Background: an optimization exercise with open tools, aiming at small area. Do not read the settings as production practice.
RTL that was checked went through simulation tests only; none was proved equivalent to the original.

==> inputs of cedar <==
## rfu
module rfu #(
    parameter int NR_GPR = 32
) (
    input  logic         clock,
    input  logic         reset,
    input  logic         ifu_valid_i,
    input  logic [31:0]  ifu_pc_i,
    input  logic [31:0]  ifu_inst_i,
    input  logic         wb_valid_i,
    input  logic         wb_gr_we_i,
    input  logic [4:0]   wb_rd_i,
    input  logic [31:0]  wb_wdata_i,
    input  logic         wb_csr_we_i,
    input  logic [11:0]  wb_csr_addr_i,
    input  logic [31:0]  wb_csr_wdata_i,
    input  logic         wb_excp_i,
    input  logic         wb_xret_i,
    input  logic [31:0]  wb_pc_i,
    output logic [191:0] rfu_deu_bus_o,
    output logic         valid_o,
    output logic [31:0]  csr_mtvec_o,
    output logic [31:0]  csr_mepc_o
);
    logic gr_we, csr_we, excp, xret;
    assign gr_we  = wb_valid_i && wb_gr_we_i;
    assign csr_we = wb_valid_i && wb_csr_we_i;
    assign excp   = wb_valid_i && wb_excp_i;
    assign xret   = wb_valid_i && wb_xret_i && !wb_excp_i;
    logic [31:0] gpr [1:NR_GPR-1];
    logic [NR_GPR-1:0] wsel;           
    logic [31:0] wd;                   
    assign wd = wb_wdata_i & {32{~reset}};
    always_comb begin
        wsel = '0;
        for (int j = 1; j < NR_GPR; j++)
            wsel[j] = gr_we && wb_rd_i == 5'(j);
    end
    for (genvar j = 1; j < NR_GPR; j++) begin : g_gpr
        always_ff @(posedge clock)
            if (reset || wsel[j]) gpr[j] <= wd;
    end
    function automatic logic [31:0] gpr_read(input logic [4:0] idx);
        logic [31:0] v;
        logic        byp;
        v   = '0;
        byp = 1'b0;
        for (int j = 1; j < NR_GPR; j++) begin
            if (idx == 5'(j) && !wsel[j] && !reset) v = v | gpr[j];
            if (idx == 5'(j) &&  wsel[j])           byp = 1'b1;
        end
        if (byp && !reset) v = v | wb_wdata_i;
        gpr_read = v;
    endfunction
    logic [31:0] mstatus, mtvec, mepc, mcause;
    logic [31:0] mstatus_n, mtvec_n, mepc_n, mcause_n;
  ...
==> module rfu, before the edit <==
module rfu #(
    parameter int NR_GPR = 32
) (
    input  logic         clock,
    input  logic         reset,
    input  logic         ifu_valid_i,
    input  logic [31:0]  ifu_pc_i,
    input  logic [31:0]  ifu_inst_i,
    input  logic         wb_valid_i,
    input  logic         wb_gr_we_i,
    input  logic [4:0]   wb_rd_i,
    input  logic [31:0]  wb_wdata_i,
    input  logic         wb_csr_we_i,
    input  logic [11:0]  wb_csr_addr_i,
    input  logic [31:0]  wb_csr_wdata_i,
    input  logic         wb_excp_i,
    input  logic         wb_xret_i,
    input  logic [31:0]  wb_pc_i,
    output logic [191:0] rfu_deu_bus_o,
    output logic         valid_o,
    output logic [31:0]  csr_mtvec_o,
    output logic [31:0]  csr_mepc_o
);
    logic gr_we, csr_we, excp, xret;
    assign gr_we  = wb_valid_i && wb_gr_we_i;
    assign csr_we = wb_valid_i && wb_csr_we_i;
    assign excp   = wb_valid_i && wb_excp_i;
    assign xret   = wb_valid_i && wb_xret_i && !wb_excp_i;
    logic [31:0] gpr [1:NR_GPR-1];
    logic [NR_GPR-1:0] wsel;           
    logic [31:0] wd;                   
    assign wd = wb_wdata_i & {32{~reset}};
    always_comb begin
        wsel = '0;
        for (int j = 1; j < NR_GPR; j++)
            wsel[j] = gr_we && wb_rd_i == 5'(j);
    end
    for (genvar j = 1; j < NR_GPR; j++) begin : g_gpr
        always_ff @(posedge clock)
            if (reset || wsel[j]) gpr[j] <= wd;
    end
    function automatic logic [31:0] gpr_read(input logic [4:0] idx);
        logic [31:0] v;
        logic        byp;
        v   = '0;
        byp = 1'b0;
        for (int j = 1; j < NR_GPR; j++) begin
            if (idx == 5'(j) && !wsel[j] && !reset) v = v | gpr[j];
            if (idx == 5'(j) &&  wsel[j])           byp = 1'b1;
        end
        if (byp && !reset) v = v | wb_wdata_i;
        gpr_read = v;
    endfunction
    logic [31:0] mstatus, mtvec, mepc, mcause;
    logic [31:0] mstatus_n, mtvec_n, mepc_n, mcause_n;
    logic [31:0] mstatus_q;            
    logic we300, we305, we341, we342;
    assign we300 = csr_we && wb_csr_addr_i == 12'h300;
    assign we305 = csr_we && wb_csr_addr_i == 12'h305;
    assign we341 = csr_we && wb_csr_addr_i == 12'h341;
    assign we342 = csr_we && wb_csr_addr_i == 12'h342;
    always_comb begin
        mstatus = mstatus_q;
        mstatus[12:11] = 2'b11;
    end
    always_comb begin
        mstatus_n = we300 ? wb_csr_wdata_i | 32'h0000_1800 : mstatus;
        mtvec_n   = we305 ? wb_csr_wdata_i : mtvec;
        mepc_n    = excp ? wb_pc_i : we341 ? wb_csr_wdata_i : mepc;
        mcause_n  = excp ? 32'd11 : we342 ? wb_csr_wdata_i : mcause;
        if (excp) begin
            mstatus_n[7] = mstatus[3];
            mstatus_n[3] = 1'b0;
        end else if (xret) begin
            mstatus_n[3] = mstatus[7];
            mstatus_n[7] = 1'b1;
        end
    end
    always_ff @(posedge clock) begin
        if (reset) begin
            mstatus_q <= '0;
            mtvec     <= '0;
            mepc      <= '0;
            mcause    <= '0;
        end else begin
            mstatus_q <= mstatus_n;
            mtvec     <= mtvec_n;
            mepc      <= mepc_n;
            mcause    <= mcause_n;
        end
    end
    assign csr_mtvec_o = mtvec;
    assign csr_mepc_o  = mepc;
    logic [11:0] ca;
    logic [31:0] csr_value, rs1_value, rs2_value;
    assign ca = ifu_inst_i[31:20];
    always_comb begin
        csr_value = '0;
        if (!reset) begin
            if (ca == 12'h300) csr_value = csr_value | mstatus_n;
            if (ca == 12'h305) csr_value = csr_value | mtvec_n;
            if (ca == 12'h341) csr_value = csr_value | mepc_n;
            if (ca == 12'h342) csr_value = csr_value | mcause_n;
        end
        rs1_value = gpr_read(ifu_inst_i[19:15]);
        rs2_value = gpr_read(ifu_inst_i[24:20]);
    end
    logic [31:0] pc_q, inst_q, rs1_q, rs2_q, csr_q;
    logic        fetched;              
    always_ff @(posedge clock) begin
        if (reset || ifu_valid_i) begin
            pc_q   <= ifu_pc_i   & {32{~reset}};
            inst_q <= ifu_inst_i & {32{~reset}};
            rs1_q  <= rs1_value;
            rs2_q  <= rs2_value;
            csr_q  <= csr_value;
        end
    end
    always_ff @(posedge clock) begin
        valid_o <= ifu_valid_i && !reset;
        fetched <= (fetched || ifu_valid_i) && !reset;
    end
    logic [31:0] pc4;
    assign pc4 = {pc_q[31:2] + {29'd0, fetched}, pc_q[1:0]};
    assign rfu_deu_bus_o = {pc4, pc_q, inst_q, rs1_q, rs2_q, csr_q};
endmodule
export LEC_CHECK = 0
export CAP_MARGIN = 20
export CORE_MARGIN = 2
export CORE_UTILIZATION = 40
export SLEW_MARGIN = 20
create_clock -name core_clock -period 5.0 [get_ports {clock}]
run.sh (not shown) runs the stock make flow with config.mk's settings and CLKGATE_MAP_FILE= SYNTH_SCRIPT=/design/flow/synth_recipe.tcl, a recipe that flattens the netlist after the stock synthesis.
==> inputs of amber, as changes to cedar <==
==> flow/design.v (replaced) <==
module rfu #(
    parameter int NR_GPR = 32
) (
    input  logic         clock,
    input  logic         reset,
    input  logic         ifu_valid_i,
    input  logic [31:0]  ifu_pc_i,
    input  logic [31:0]  ifu_inst_i,
    input  logic         wb_valid_i,
    input  logic         wb_gr_we_i,
    input  logic [4:0]   wb_rd_i,
    input  logic [31:0]  wb_wdata_i,
    input  logic         wb_csr_we_i,
    input  logic [11:0]  wb_csr_addr_i,
    input  logic [31:0]  wb_csr_wdata_i,
    input  logic         wb_excp_i,
    input  logic         wb_xret_i,
    input  logic [31:0]  wb_pc_i,
    output logic [191:0] rfu_deu_bus_o,
    output logic         valid_o,
    output logic [31:0]  csr_mtvec_o,
    output logic [31:0]  csr_mepc_o
);
    localparam int IW = $clog2(NR_GPR);
    logic [31:0] gpr [NR_GPR];
    logic [31:0] mstatus, mtvec, mepc, mcause;
    logic [31:0] mstatus_n, mtvec_n, mepc_n, mcause_n;
    logic [31:0] rs1_value, rs2_value, csr_value;
    logic        gr_we, csr_we, excp, xret;
    assign gr_we  = wb_valid_i && wb_gr_we_i && wb_rd_i != 5'd0 && wb_rd_i < NR_GPR;
    assign csr_we = wb_valid_i && wb_csr_we_i;
    assign excp   = wb_valid_i && wb_excp_i;
    assign xret   = wb_valid_i && wb_xret_i && !wb_excp_i;
    assign csr_mtvec_o = mtvec;
    assign csr_mepc_o  = mepc;
    function automatic logic [31:0] gpr_read(input logic [4:0] idx);
        if (idx == 5'd0 || idx >= NR_GPR) gpr_read = 32'd0;
        else if (gr_we && wb_rd_i == idx) gpr_read = wb_wdata_i;
        else gpr_read = gpr[idx[IW-1:0]];
    endfunction
    always_comb begin
        mstatus_n = csr_we && wb_csr_addr_i == 12'h300 ? wb_csr_wdata_i | 32'h0000_1800 : mstatus;
        mtvec_n   = csr_we && wb_csr_addr_i == 12'h305 ? wb_csr_wdata_i : mtvec;
        mepc_n    = excp ? wb_pc_i : csr_we && wb_csr_addr_i == 12'h341 ? wb_csr_wdata_i : mepc;
        mcause_n  = excp ? 32'd11 : csr_we && wb_csr_addr_i == 12'h342 ? wb_csr_wdata_i : mcause;
        if (excp) begin
            mstatus_n[7] = mstatus[3];
            mstatus_n[3] = 1'b0;
        end else if (xret) begin
            mstatus_n[3] = mstatus[7];
            mstatus_n[7] = 1'b1;
        end
    end
    always_comb begin
        rs1_value = gpr_read(ifu_inst_i[19:15]);
        rs2_value = gpr_read(ifu_inst_i[24:20]);
        csr_value = ifu_inst_i[31:20] == 12'h300 ? mstatus_n :
                    ifu_inst_i[31:20] == 12'h305 ? mtvec_n :
                    ifu_inst_i[31:20] == 12'h341 ? mepc_n :
                    ifu_inst_i[31:20] == 12'h342 ? mcause_n : 32'd0;
    end
    always_ff @(posedge clock) begin
        if (reset) begin
            valid_o       <= 1'b0;
            rfu_deu_bus_o <= '0;
        end else begin
            valid_o <= ifu_valid_i;
            if (ifu_valid_i)
                rfu_deu_bus_o <= {ifu_pc_i + 32'd4, ifu_pc_i, ifu_inst_i, rs1_value, rs2_value, csr_value};
        end
    end
    always_ff @(posedge clock) begin
        if (reset) begin
            mstatus <= 32'h0000_1800;
            mtvec   <= '0;
            mepc    <= '0;
            mcause  <= '0;
            for (int i = 0; i < NR_GPR; i++) gpr[i] <= '0;
        end else begin
            mstatus <= mstatus_n;
            mtvec   <= mtvec_n;
            mepc    <= mepc_n;
            mcause  <= mcause_n;
            if (gr_we) gpr[wb_rd_i[IW-1:0]] <= wb_wdata_i;
        end
    end
endmodule
==> out/qor.yml <==
area_delta_synth_final_pct: 19.6
worst_slew_pin_slew_ps: 1160
crit_chain: "clkdlybuf4s50_1 -> or3_1 -> or4b_2 -> o21ai_4 -> buf_12"
r2r_cells: 5
cts_made_buffers: 154
p_seq_share_pct: 46.6
status: "finished clean"
cp-end-kind: "flop"
yosys_register_bits: 1343
-- figures above: amber

==> out/qor.yml <==
crit_chain: "ha_1 -> nand3_1 -> or4_1 -> nor2_1 -> nand4_1 -> nor2_1 -> xor2_1 -> clkdlybuf4s50_1"
area_delta_synth_final_pct: 26.3
r2r_cells: 6
status: "finished clean"
cts_made_buffers: 141
cp-end-kind: "output pin"
place_area_um2: 65000
p_seq_share_pct: 50.1
-- figures above: cedar

Function not checked in amber: the RTL went through the layout flow alone.

==> re-timing with driven ports <==
The results above use ideal ports. As a check the final layouts listed here were re-extracted and re-timed, cells and wires unchanged. Step 1 sets driving cells, clkbuf_16 on the clock port and buf_2 on the other inputs (assumed; they add their load-dependent delay and slew). Step 2 adds t to the input delays and takes it off the output delays; t is the mean of the earliest and latest rising clock arrival at the registers after step 1. Input paths then give back, and output paths get back, about the clock's delay inside the block. Slacks: ideal / step 1 / step 2; pairs: ideal / step 1.
| run | t (ns) | slack for setup (ns) | slew at the worst register clock pin (ns) | worst data-port slew with drivers (ns) | pins driven straight from the clock port |
|---|---|---|---|---|---|
| cedar | 0.875 | 0.305 / 0.224 / -0.101 | 0.07 / 0.07 | 0.12 | 1 |
| amber | 0.874 | 1.548 / 1.608 / 0.734 | 0.07 / 0.07 | 0.16 | 1 |
Met with ideal ports but missed after step 2: setup timing in cedar. The setup slack of amber, which loses most, moves by +0.060 ns with the drivers and by -0.814 ns with both steps.
